From an optimization exercise on the open Yosys and OpenROAD flow, aimed at small area, a short achievable clock period and few clock cycles per item; shortcuts taken in it are not production practice. In this exercise RTL edits were held to simulation tests only and were not proved equivalent to the original. Power figures rest on the tool's default switching activity, not on a simulated workload.

## flow/config.mk

```make
export PLATFORM = sky130hd
export DESIGN_NAME = line_pixel_stepper
export DESIGN_NICKNAME = line_pixel_stepper
export VERILOG_FILES = /design/flow/design.v
export SDC_FILE = /design/flow/constraint.sdc
export NUM_CORES = 4
export LEC_CHECK = 0
export ABC_AREA = 1
export CAP_MARGIN = 20
export CORE_MARGIN = 2
export CORE_UTILIZATION = 40
export SLEW_MARGIN = 20
```

## flow/constraint.sdc

```tcl
create_clock -name core_clock -period 7.0 [get_ports {clk}]
set_input_delay 1.4000 -clock core_clock [delete_from_list [all_inputs] [get_ports {clk}]]
set_output_delay 1.4000 -clock core_clock [all_outputs]
set_load 0.01 [all_outputs]
```

## flow/design.v

```verilog
package lps_pkg;
    localparam int COORD_BITS_DEF = 12;
    localparam logic KIND_LOAD = 1'b0;
    localparam logic KIND_STEP = 1'b1;
    localparam logic [1:0] PH_IDLE   = 2'd0;
    localparam logic [1:0] PH_FIRST  = 2'd1;
    localparam logic [1:0] PH_SECOND = 2'd2;
    localparam logic [1:0] PH_WALK   = 2'd3;
endpackage
module lps_step_core
#(
    parameter int W = lps_pkg::COORD_BITS_DEF
)
(
    input  logic                clk,
    input  logic                rst_n,
    input  logic                fire,
    input  logic                kind,
    input  logic signed [W-1:0] x_start,
    input  logic signed [W-1:0] y_start,
    input  logic signed [W-1:0] x_end,
    input  logic signed [W-1:0] y_end,
    output logic                res_pixel_valid,
    output logic signed [W-1:0] res_x,
    output logic signed [W-1:0] res_y,
    output logic                res_last
);
    logic [1:0]   phase_reg, phase_next;
    logic [W-1:0] cur_x_reg, cur_x_next;
    logic [W-1:0] cur_y_reg, cur_y_next;
    logic [W-1:0] far_x_reg, far_x_next;    
    logic [W-1:0] far_y_reg, far_y_next;    
    logic [W-1:0] u_reg, u_next;            
    logic [W-1:0] v_reg, v_next;            
    logic         neg_x_reg, neg_x_next;
    logic         neg_y_reg, neg_y_next;
    logic         maj_y_reg, maj_y_next;
    logic [W:0]   dx, dy;
    logic [W-1:0] adx, ady;
    logic         u_zero, diag, maj_y, swap_y, y_dec, at_end, minor;
    logic [W-1:0] greater, lesser;
    logic [W:0]   t;
    always_comb
    begin
        dx     = {far_x_reg[W-1], far_x_reg} - {cur_x_reg[W-1], cur_x_reg};
        dy     = {far_y_reg[W-1], far_y_reg} - {cur_y_reg[W-1], cur_y_reg};
        adx    = dx[W] ? W'(cur_x_reg - far_x_reg) : dx[W-1:0];
        ady    = dy[W] ? W'(cur_y_reg - far_y_reg) : dy[W-1:0];
        u_zero = (u_reg == '0);
        maj_y  = (v_reg > u_reg);
        greater    = maj_y ? v_reg : u_reg;
        lesser  = maj_y ? u_reg : v_reg;
        swap_y = u_zero ? neg_y_reg : neg_x_reg;
        diag   = (v_reg != '0);
        y_dec  = diag && (neg_x_reg ^ neg_y_reg);
        at_end = (far_y_reg == {{(W-1){1'b0}}, diag});
        t      = {1'b0, u_reg} - {1'b0, v_reg};
        minor  = t[W];
        phase_next = phase_reg;
        cur_x_next = cur_x_reg;
        cur_y_next = cur_y_reg;
        far_x_next = far_x_reg;
        far_y_next = far_y_reg;
        u_next     = u_reg;
        v_next     = v_reg;
        neg_x_next = neg_x_reg;
        neg_y_next = neg_y_reg;
        maj_y_next = maj_y_reg;
        res_pixel_valid = 1'b0;
        res_x           = '0;
        res_y           = '0;
        res_last        = 1'b0;
        if (kind == lps_pkg::KIND_LOAD)
        begin
            cur_x_next = x_start;
            cur_y_next = y_start;
            far_x_next = x_end;
            far_y_next = y_end;
            phase_next = lps_pkg::PH_FIRST;
        end
        else
        begin
            case (phase_reg)
                lps_pkg::PH_FIRST:
                begin
                    res_pixel_valid = 1'b1;
                    res_x           = cur_x_reg;
                    res_y           = cur_y_reg;
                    u_next          = adx;
                    v_next          = ady;
                    neg_x_next      = dx[W];
                    neg_y_next      = dy[W];
                    phase_next      = lps_pkg::PH_SECOND;
                end
                lps_pkg::PH_SECOND:
                begin
                    res_pixel_valid = 1'b1;
                    res_x           = far_x_reg;
                    res_y           = far_y_reg;
                    if (neg_x_reg)
                        cur_x_next = far_x_reg;
                    if (swap_y)
                        cur_y_next = far_y_reg;
                    far_x_next = greater;
                    far_y_next = greater;
                    u_next     = greater >> 1;
                    v_next     = lesser;
                    maj_y_next = maj_y;
                    phase_next = lps_pkg::PH_WALK;
                end
                lps_pkg::PH_WALK:
                begin
                    res_pixel_valid = 1'b1;
                    res_x           = cur_x_reg;
                    res_y           = cur_y_reg;
                    res_last        = at_end;
                    if (at_end)
                        phase_next = lps_pkg::PH_IDLE;
                    else
                    begin
                        far_y_next = far_y_reg - 1'b1;
                        u_next     = minor ? W'(t[W-1:0] + far_x_reg) : t[W-1:0];
                        if (!maj_y_reg || minor)
                            cur_x_next = cur_x_reg + 1'b1;
                        if (maj_y_reg || minor)
                            cur_y_next = y_dec ? cur_y_reg - 1'b1 : cur_y_reg + 1'b1;
                    end
                end
                default:
                begin
                end
            endcase
        end
    end
    always_ff @(posedge clk or negedge rst_n)
    begin
        if (!rst_n)
            phase_reg <= lps_pkg::PH_IDLE;
        else if (fire)
            phase_reg <= phase_next;
    end
    always_ff @(posedge clk)
    begin
        if (fire)
        begin
            cur_x_reg <= cur_x_next;
            cur_y_reg <= cur_y_next;
            far_x_reg <= far_x_next;
            far_y_reg <= far_y_next;
            u_reg     <= u_next;
            v_reg     <= v_next;
            neg_x_reg <= neg_x_next;
            neg_y_reg <= neg_y_next;
            maj_y_reg <= maj_y_next;
        end
    end
endmodule
module line_pixel_stepper
#(
    parameter int COORD_BITS = lps_pkg::COORD_BITS_DEF
)
(
    input  logic                         clk,
    input  logic                         rst_n,
    input  logic                         req_valid,
    output logic                         req_ready,
    input  logic                         req_kind,
    input  logic signed [COORD_BITS-1:0] req_x_start,
    input  logic signed [COORD_BITS-1:0] req_y_start,
    input  logic signed [COORD_BITS-1:0] req_x_end,
    input  logic signed [COORD_BITS-1:0] req_y_end,
    output logic                         rsp_valid,
    input  logic                         rsp_ready,
    output logic                         rsp_pixel_valid,
    output logic signed [COORD_BITS-1:0] rsp_pixel_x,
    output logic signed [COORD_BITS-1:0] rsp_pixel_y,
    output logic                         rsp_last
);
    logic fire;
    assign req_ready = rsp_ready;
    assign rsp_valid = req_valid && rsp_ready;
    assign fire      = req_valid && rsp_ready;
    lps_step_core #(
        .W (COORD_BITS)
    ) u_core (
        .clk             (clk),
        .rst_n           (rst_n),
        .fire            (fire),
        .kind            (req_kind),
        .x_start         (req_x_start),
        .y_start         (req_y_start),
        .x_end           (req_x_end),
        .y_end           (req_y_end),
        .res_pixel_valid (rsp_pixel_valid),
        .res_x           (rsp_pixel_x),
        .res_y           (rsp_pixel_y),
        .res_last        (rsp_last)
    );
endmodule
```

## flow/run.sh

```bash
#!/bin/bash
# synth_recipe.tcl (not shown) runs the flow's synth.tcl, then flattens the netlist and writes it again
# the make line also repeats each setting of config.mk as NAME=value (left out here)
make -C /OpenROAD-flow-scripts/flow DESIGN_CONFIG=/design/flow/config.mk WORK_HOME=/design/flow/orfs CLKGATE_MAP_FILE= SYNTH_SCRIPT=/design/flow/synth_recipe.tcl finish
```

==> metrics.csv, run 1 <==
metric;value;unit
place_congestion;0.985;
synth.area.top_cells;edfxtp_1, nand2_1, ha_1;
gr-total-overflow;0;
die_w;157;um
grt_max_degree;64;
p_leak;0.00522;uW
fp-row-count;56;
crit_arrival;3670;ps
antenna_found_initial;0;
grt_pass1_vias;9048;
post_cts_resized;0;
cts_buffer_depth;2;
timing.final.crit_share;0.724;
htree_levels;3;
synth-async-reset-ratio;0.0260;
skew;10.7;ps
status;finished clean;
crit_path_start_kind;primary input;
grt_use_total;0.266;
cts_buffers;9;
final_antenna_net_count;0;
tightest_slew;1060;ps
syn_area;9400;sq um
worstSetupPathType;in2out;
rsz0062_at_grt;false;
synth_seq_cells;77;
grt_pass1_wl;50000;um
synth-seq-area-share;0.245;
num_vias;9515;
finalSetupTns;0;ps
routed_wl;32200;um
place_ws;1970;ps
met3WireLength;1740;um
finalMaxSlewViolations;0;
clock_latency;350;ps
final.setup.worst_slack;1930;ps
met1_length;14100;um
tritoncts;yes;
yosysWarnings;1;
finalCoreUtilization;0.460;
vias_per_cell;5.25;
cts_sinks;77;
route.detailed.drc;0;
required;5600;ps
cts_hold_buffers;0;
syn_nets;1574;
drt_iter0_drc;866;
hold_violations;0;
fmax;197;MHz
dieArea;24700;sq um
core-area;23300;sq um
first_pass_iters;5;
wl_per_cell;17.8;um
diodes;0;
fin_nets;1631;
ir_worst_vdd;0.000127;V
cap_viol_max_count;0;
cts_setup_buffers;0;
netlist_instances;1433;
area_growth;13.8;%
die_height;157;um
io_buffer_count;80;
synth_edf_count;75;
drive_above_1_share;0.0468;
final_common_cell;nand2_1;
setup_viol_count_final;0;
powerDensity;180;nW/um^2
critical_path_peak_fanout;24;
fin_crit;5070;ps
dr_wl_met2;15000;um
relSlewSlack;0.294;
hold_path.class;reg2reg;
initial_core_util;0.404;
io_pins;81;
mostFrequentLayoutCells;nand2_1, inv_1, nand3_1;
synthFlopType;edfxtp_1;
syn_avg_cell_area;6.56;sq um
yosysTopAreaCell;edfxtp_1;
worstSetupEndpointType;output pin;
dp_hpwl;25800;um
clkTransAtPathRegs;60;ps
root_buffer;clkbuf_16;
highest_layer;met4;
ys_types;46;
yosysTopAreaCellShare;0.240;
==> layout make-up <==
cell class / instances / area [sq um]
Tap cell: 319 / 399
Inverter: 217 / 815
Clock buffer: 10 / 229
Sequential cell: 77 / 2300
Fill cell: 2512 / 12600
Clock inverter: 6 / 71.3
Timing Repair Buffer: 85 / 838
Multi-Input combinational cell: 1100 / 6050
==> critical path, stage by stage <==
cell	delay [ps]
clkdlybuf4s50_1	560
nand2_1	640
o22ai_1	460
clkdlybuf4s50_1	600
==> cell families (layout without fill, tap and decap cells) <==
kind of cell	after synthesis	after routing	share of synthesized area
compound gates	201	201	0.128
simple gates	769	769	0.352
fa+ha+maj	88	88	0.123
buf+inv	256	318	0.113
xor+xnor	42	42	0.0391
flops	77	77	0.245
==> path summary, 6_finish.rpt <==
check                           depth (start not counted)  slack (ps)             from             endpoint
worst max-delay path                                    4        1930         req_kind       rsp_pixel_x[4]
worst min-delay path                                    2         570  u_core.u_reg[0]      u_core.v_reg[0]
worst max register to register                         21        3550  u_core.u_reg[0]     u_core.u_reg[10]
worst min register to register                          2         570  u_core.u_reg[0]      u_core.v_reg[0]
max in group asynchronous                               1        5650            rst_n  u_core.phase_reg[1]
min in group asynchronous                               1        1220            rst_n  u_core.phase_reg[0]
==> report_power, final <==
part	internal [uW]	total, uW	switching, uW
logic	300	846	546
clock network	279	482	203
registers	560	597	36.5
total	1140	1920	785
==> metrics by stage <==
step / cells / hold WS, ps / total power [uW] / cell area [sq um]
after floorplan: 1433 / 525 / 1190 / 9400
after global placement: 1798 / 555 / 1430 / 10400
after detailed placement: 1798 / 577 / 1440 / 10400
after CTS: 1814 / 572 / 1920 / 10700
after global routing: 1814 / 601 / 2050 / 10700
final: 1814 / 570 / 1920 / 10700
==> synth_stat cells, types with 4 or more instances <==
cell type  count
o22ai_1       24
nand3b_1       7
nand4_1       34
xnor2_1        8
nand2_1      466
nor3_1         7
nor2_2         6
clkbuf_1      12
nand2_2       13
xor2_1        34
o211ai_1      10
inv_2          9
edfxtp_1      75
o21ai_0       36
o221ai_1      10
o21a_1         7
buf_2         11
nor2_4         4
nand3_2        6
o21ai_1       26
buf_6          8
inv_1        208
nor2_1        92
o21bai_1       9
a21oi_1       60
buf_4          6
a22oi_1        7
nand3_1      125
fa_1           7
ha_1          81
==> per-layer routing <==
metal  global-route usage  vias to the layer above
met5                    0                        -
met2                0.442                      307
met1                0.346                     4331
met3               0.0374                       64
li1                     -                     4813
met4                0.112                        0
Testbench counts, summed over its fixed seeds: cycles 32,000, items 32,000.
==> inputs of run 2 (changes only) <==
--- a/flow/config.mk
+++ b/flow/config.mk
@@ -6,5 +6,4 @@
 export NUM_CORES = 4
 export LEC_CHECK = 0
-export ABC_AREA = 1
 export CAP_MARGIN = 20
 export CORE_MARGIN = 2
==> run 2 against run 1 <==
Synthesized cell count shrank 28%. First-iteration DRC count shrank 11%. Maximum frequency grew 3.8%. Global-route usage shrank 3.2 points. Still clean on timing, DRC and antenna. Critical path type unchanged. Clock skew grew 6.8 ps.
==> metrics.csv, run 2 <==
metric;value;unit;change
status;finished clean;;unchanged
setup_viol_count_final;0;;unchanged
fmax;205;MHz;was 197 MHz
yosysTopAreaCell;edfxtp_1;;unchanged
rsz0062_at_grt;false;;unchanged
ys_types;74;;was 46
hold-path-cell-count;1;;was 2
io_buffer_count;80;;unchanged
routed_wl;26000;um;was 32200 um
multi_input_area;5770;sq um;was 6050 sq um
synth.most_common_cell;a21oi_1;;was nand2_1
synth-seq-area-share;0.269;;was 0.245
dpl_cell_area;9610;sq um;was 10400 sq um
p_leak;0.00404;uW;was 0.00522 uW
mostFrequentLayoutCells;a21oi_1, inv_1, ha_1;;was nand2_1, inv_1, nand3_1
cap_viol_max_count;0;;unchanged
grt_pass1_vias;7146;;was 9048
crit_slowest_cell;buf_4;;was nand2_1
hp-start;u_core.u_reg[2];;was u_core.u_reg[0]
htree_levels;3;;unchanged
fin_nets;1229;;was 1631
tightest_slew;993;ps;was 1060 ps
r2r_cells;17;;was 21
yosysTopAreaCellShare;0.263;;was 0.240
wl_per_cell;19.0;um;was 17.8 um
finalSetupTns;0;ps;unchanged
antenna_found_initial;0;;unchanged
first_pass_iters;5;;unchanged
dieArea;22600;sq um;was 24700 sq um
cts_hold_buffers;0;;unchanged
synth_seq_cells;77;;unchanged
area_growth;15.6;%;was 13.8%
hold_path.class;reg2reg;;unchanged
crit_arrival;3490;ps;was 3670 ps
gr-total-overflow;0;;unchanged
die_w;150;um;was 157 um
hold_violations;0;;unchanged
synth-async-reset-ratio;0.0260;;unchanged
crit_start;req_kind;;unchanged
grt_max_degree;76;;was 64
worstSetupPathType;in2out;;unchanged
skew;17.5;ps;was 10.7 ps
vias_per_cell;5.71;;was 5.25
syn_area;8570;sq um;was 9400 sq um
powerDensity;197;nW/um^2;was 180 nW/um^2
synth.area.top_cells;edfxtp_1, ha_1, a21oi_1;;was edfxtp_1, nand2_1, ha_1
timing.final.crit_share;0.698;;was 0.724
root_buffer;clkbuf_16;;unchanged
synth_edf_count;75;;unchanged
final_antenna_net_count;0;;unchanged
final.setup.worst_slack;2110;ps;was 1930 ps
cts_buffers;9;;unchanged
grt_use_total;0.234;;was 0.266
regArea;2300;sq um;unchanged
fin_crit;4890;ps;was 5070 ps
netlist_instances;1026;;was 1433
drt_iter0_drc;774;;was 866
ys_top_cells_by_count;a21oi_1, ha_1, inv_1, nand2_1, nor2_1;;was nand2_1, inv_1, nand3_1
place_congestion;0.915;;was 0.985
clkTransAtPathRegs;60;ps;about the same
min_to;u_core.v_reg[2];;was u_core.v_reg[0]
die_height;150;um;was 157 um
synthFlopType;edfxtp_1;;unchanged
p_total;1950;uW;was 1920 uW
nFillCells;2071;;was 2512
syn_avg_cell_area;8.35;sq um;was 6.56 sq um
cts_buffer_depth;2;;unchanged
slowest_delay;650;ps;was 640 ps
syn_nets;1167;;was 1574
grt_pass1_wl;40500;um;was 50000 um
cts_setup_buffers;0;;unchanged
cp_cell_sequence;buf_2 -> buf_4 -> nand3_1 -> nor2_1 -> clkdlybuf4s50_1;;was clkdlybuf4s50_1 -> nand2_1 -> o22ai_1 -> clkdlybuf4s50_1
r2r_slack;2930;ps;was 3550 ps
relSlewSlack;0.338;;was 0.294
final_area;9910;sq um;was 10700 sq um
core-area;21000;sq um;was 23300 sq um
initial_core_util;0.408;;was 0.404
crit_path_start_kind;primary input;;unchanged
drive_above_1_share;0.0906;;was 0.0468
critical_path_peak_fanout;75;;was 24
io_pins;81;;unchanged
fp-row-count;53;;was 56
ir_worst_vdd;0.000122;V;was 0.000127 V
finalMaxSlewViolations;0;;unchanged
post_cts_resized;0;;unchanged
clock_latency;350;ps;about the same
required;5600;ps;about the same
tritoncts;yes;;unchanged
diodes;0;;unchanged
yosysWarnings;1;;unchanged
worstSetupEndpointType;output pin;;unchanged
place_ws;2110;ps;was 1970 ps
cts_sinks;77;;unchanged
final_common_cell;a21oi_1;;was nand2_1
num_vias;7806;;was 9515
r2r_end;u_core.u_reg[10];;unchanged
route.detailed.drc;0;;unchanged
dp_hpwl;20300;um;was 25800 um
rr_startpoint;u_core.u_reg[0];;unchanged
[run 2: worst max path at each step]
stage / end / slack, ps / depth (start not counted)
finish: rsp_last / 2110 / 5
global route: rsp_last / 1970 / 5
CTS: rsp_last / 2090 / 5
detailed placement: rsp_last / 2110 / 5
global placement: rsp_last / 2130 / 5
floorplan: u_core.cur_x_reg[0] / 2810 / 6
[run 2: cell families after synthesis]
logic type | count (synthesis) | synth area share
and+or+nand+nor | 340 | 0.192
AOI/OAI and AO/OA | 277 | 0.204
buffers and inverters | 124 | 0.0594
adders and majority gates | 88 | 0.135
DFF | 77 | 0.269
muxes | 68 | 0.0885
xor gates and xnor gates | 52 | 0.0531
[run 2: final cells by class]
class,count,area share
multi-input combinational,825,0.582
sequential,77,0.232
timing repair buffer,91,0.0886
tap,275,0.0347
inverter,84,0.0318
clock buffer,9,0.0227
clock inverter,7,0.00783
[run 2: routing by layer]
layer  vias to the layer above  wire length [um]  track usage  share of wire
li1                       3824                 -            -              -
met1                      3723             12800        0.360           0.49
met2                       237             11200        0.343           0.43
met3                        22              1620       0.0318          0.062
met4                         0               363       0.0571          0.014
met5                         -                 0            0              0
[run 2: where the power goes]
| part | switching [uW] | internal (uW) |
|---|---|---|
| Combinational | 479 | 376 |
| Sequential | 45.4 | 563 |
| Clock | 208 | 281 |
[run 2: worst max-delay path: cells and delay by family]
| kind | cells | cell delay, ps |
|---|---|---|
| and+or+nand+nor | 2 | 690 |
| buffers and inverters | 3 | 1380 |
[run 2: through the flow]
stage                      util  hold slack, ps  std cells
after floorplan               -             598       1026
after global placement    0.457             703       1351
after detailed placement  0.457             709       1352
after CTS                 0.471             722       1368
after global routing      0.471             735       1368
final                     0.471             721       1368
==> inputs of run 3 (changes only) <==
--- a/flow/config.mk
+++ b/flow/config.mk
@@ -6,6 +6,9 @@
 export NUM_CORES = 4
 export LEC_CHECK = 0
+export ABC_AREA = 1
+export ABC_CLOCK_PERIOD_IN_PS = 3400
 export CAP_MARGIN = 20
 export CORE_MARGIN = 2
-export CORE_UTILIZATION = 40
+export CORE_UTILIZATION = 60
+export SETUP_SLACK_MARGIN = 3.6
 export SLEW_MARGIN = 20
==> run 3 against run 2 <==
Still clean on timing, DRC and antenna. Sequential share of layout area down 2.7 points. Wire length up 30%. Core utilization up 26 points. Clock skew down 5.1 ps. Synthesized cell count up 40%. Synthesized area up 9.7%. First-iteration DRC count up 74%. Cell count up 26%. Worst hold slack worse by 110 ps. Critical path depth unchanged. Setup slack better by 1300 ps. Critical path type unchanged.
==> metrics.csv, run 3 <==
metric;value;unit;change
cts_buffer_depth;2;;unchanged
setup_viol_count_final;0;;unchanged
power_frac_comb;0.467;;was 0.438
grt_max_degree;33;;was 76
drt_iter0_drc;1347;;was 774
io_buffer_count;80;;unchanged
switching_share;0.430;;was 0.375
p_total;2010;uW;was 1950 uW
skew;12.4;ps;was 17.5 ps
vias_per_cell;6.03;;was 5.71
rsz0062_at_grt;true;;was false
yosysTopAreaCell;edfxtp_1;;unchanged
syn_avg_cell_area;6.56;sq um;was 8.35 sq um
place_congestion;1.01;;was 0.915
cts_hold_buffers;0;;unchanged
fin_nets;1649;;was 1229
worstSetupEndpointType;output pin;;unchanged
final_common_cell;nand2_1;;was a21oi_1
area_growth;19.4;%;was 15.6%
p_leak;0.00546;uW;was 0.00404 uW
finalMaxSlewViolations;0;;unchanged
yosysTopAreaCellShare;0.240;;was 0.263
synth-async-reset-ratio;0.0260;;unchanged
route.detailed.drc;0;;unchanged
fmax;280;MHz;was 205 MHz
root_buffer;clkbuf_16;;unchanged
required;5600;ps;about the same
slowest_delay;240;ps;was 650 ps
synthFlopType;edfxtp_1;;unchanged
r2r_cells;13;;was 17
syn_area;9400;sq um;was 8570 sq um
crit_path_start_kind;primary input;;unchanged
ir_worst_vdd;0.000164;V;was 0.000122 V
dp_hpwl;25500;um;was 20300 um
crit_start;req_kind;;unchanged
fin_hold_ws;611;ps;was 721 ps
cts_sinks;77;;unchanged
tightest_slew;1000;ps;was 993 ps
p_switching;866;uW;was 733 uW
worstSetupPathType;in2out;;unchanged
synth_seq_cells;77;;unchanged
critical_path_peak_fanout;12;;was 75
cp-endpoint;rsp_pixel_x[11];;was rsp_last
fp-row-count;45;;was 53
synth-seq-area-share;0.245;;was 0.269
clkPwrFrac;0.232;;was 0.250
r2r_end;u_core.cur_y_reg[8];;was u_core.u_reg[10]
hold_path.class;reg2reg;;unchanged
routed_wl;33700;um;was 26000 um
cts_buffers;9;;unchanged
wl_per_cell;19.6;um;was 19.0 um
drive_above_1_share;0.102;;was 0.0906
grt_use_total;0.401;;was 0.234
die_height;129;um;was 150 um
netlist_instances;1433;;was 1026
r2r_slack;3780;ps;was 2930 ps
hold_violations;0;;unchanged
finalCoreUtilization;0.736;;was 0.471
clkTransAtPathRegs;70;ps;was 60 ps
hp-start;u_core.u_reg[0];;was u_core.u_reg[2]
core-area;15300;sq um;was 21000 sq um
ys_top_cells_by_count;nand2_1, inv_1, nand3_1;;was a21oi_1, ha_1, inv_1, nand2_1, nor2_1
timing.final.crit_share;0.510;;was 0.698
dp.cells;1689;;was 1352
yosysWarnings;1;;unchanged
stdcell_count;1724;;was 1368
syn_nets;1574;;was 1167
antenna_found_initial;0;;unchanged
diodes;0;;unchanged
cap_viol_max_count;0;;unchanged
relSlewSlack;0.329;;was 0.338
final_antenna_net_count;0;;unchanged
htree_levels;3;;unchanged
die_w;129;um;was 150 um
num_vias;10400;;was 7806
dieArea;16700;sq um;was 22600 sq um
rr_startpoint;u_core.v_reg[2];;was u_core.u_reg[0]
clock_latency;360;ps;was 350 ps
cp_cell_sequence;buf_16 -> buf_12 -> nand2_8 -> o22ai_4 -> buf_6;;was buf_2 -> buf_4 -> nand3_1 -> nor2_1 -> clkdlybuf4s50_1
crit_slowest_cell;o22ai_4;;was buf_4
fin_crit;3570;ps;was 4890 ps
nFillCells;1265;;was 2071
synth_edf_count;75;;unchanged
powerDensity;179;nW/um^2;was 197 nW/um^2
mostFrequentLayoutCells;nand2_1, inv_1, nand3_1;;was a21oi_1, inv_1, ha_1
gr-total-overflow;0;;unchanged
grt_pass1_vias;9303;;was 7146
synth.area.top_cells;edfxtp_1, nand2_1, ha_1;;was edfxtp_1, ha_1, a21oi_1
io_pins;81;;unchanged
ys_types;46;;was 74
tritoncts;yes;;unchanged
first_pass_iters;6;;was 5
crit_arrival;2170;ps;was 3490 ps
internal_power;1150;uW;was 1220 uW
status;finished clean;;unchanged
finalSetupTns;0;ps;unchanged
synth.most_common_cell;nand2_1;;was a21oi_1
grt_pass1_wl;50600;um;was 40500 um
share_seq_of_total_power;0.301;;was 0.312
initial_core_util;0.616;;was 0.408
==> run 3: area by class of cell <==
type,instances,area (sq um),share of cell area
Timing Repair inverter,3,33.8,0.00301
Inverter,217,851,0.0758
Clock buffer,9,225,0.0201
Clock inverter,7,65.1,0.00579
Timing Repair Buffer,97,1000,0.0890
Multi-Input combinational cell,1103,6490,0.578
Tap cell,211,264,0.0235
Sequential cell,77,2300,0.205
==> run 3: critical path, delay by kind of cell <==
kind / cells / cell delay [ps]
buffers and inverters: 3 / 370
AOI/OAI and AO/OA: 1 / 240
and+or+nand+nor: 1 / 150
==> run 3: repair_timing <==
item	4_1_cts	5_1_grt
buffers inserted	11	1
gates resized for setup	152	25
setup endpoints to repair	69	43
pin swaps	8	1
gates cloned	7	0
==> run 3: power by group through the flow <==
| stage | clock, uW | sequential [uW] | combinational (uW) |
|---|---|---|---|
| after global placement | 0 | 604 | 849 |
| final | 468 | 606 | 939 |
| after global routing | 480 | 607 | 1030 |
| after detailed placement | 0 | 605 | 866 |
| after floorplan | 0 | 589 | 645 |
| after CTS | 461 | 601 | 892 |
==> run 3: how the worst min path moves through the flow <==
stage / end / depth (start not counted)
after floorplan: u_core.v_reg[0] / 2
after global placement: u_core.v_reg[0] / 2
after detailed placement: u_core.v_reg[0] / 2
after CTS: u_core.v_reg[0] / 2
after global routing: u_core.v_reg[0] / 2
final: u_core.v_reg[0] / 2
==> run 3: cells by family (layout without fill, tap and decap cells) <==
family	Yosys count	count (layout)	synth area share
xor gates and xnor gates	42	42	0.0391
buffers and inverters	256	333	0.113
adders and majority gates	88	88	0.123
and+or+nand+nor	769	772	0.352
DFF	77	77	0.245
AOI/OAI and AO/OA	201	201	0.128
==> run 3: layer usage <==
layer | up-vias | GRT usage | wire length [um]
li1 | 4857 | - | -
met1 | 4665 | 0.511 | 13000
met2 | 705 | 0.644 | 15100
met3 | 168 | 0.0789 | 3430
met4 | 0 | 0.213 | 2220
met5 | - | 0 | 0
==> run 3: through the flow <==
step	cell area, sq um	worst slack (ps)
after floorplan	9760	3570
after detailed placement	10600	1580
after CTS	11100	3390
final	11200	3430
after global placement	10600	1690
after global routing	11200	3400

-- re-timing with driven ports --
No port has a modelled driver above. Below, the same layouts with a new extraction and two added sets of constraints.
Step 1, drivers: a clkbuf_16 drives clk and a buf_2 each remaining input, both assumed.
Step 2 times the ports against the registers' clock, not the clock port: input delays grow and output delays shrink by t, the midpoint of the rising clock arrivals with the driver on.
Three values: ideal, step 1, step 2; two values: the first two.
| run | shift t [ns] | slack for setup (ns) | worst setup path after step 2 | worst register clock-pin slew, ns | pins driven straight from the clock port |
|---|---|---|---|---|---|
| run 1 | 0.391 | 1.929 / 1.865 / 1.865 | input to output | 0.07 / 0.07 | 1 |
| run 2 | 0.388 | 2.114 / 2.094 / 2.094 | input to output | 0.07 / 0.07 | 1 |
| run 3 | 0.389 | 3.433 / 3.331 / 3.331 | input to output | 0.07 / 0.07 | 1 |
After both steps every run listed still meets setup and hold. For run 3, which loses most, drivers alone change the setup slack by -0.102 ns; drivers and shift together by -0.102 ns.
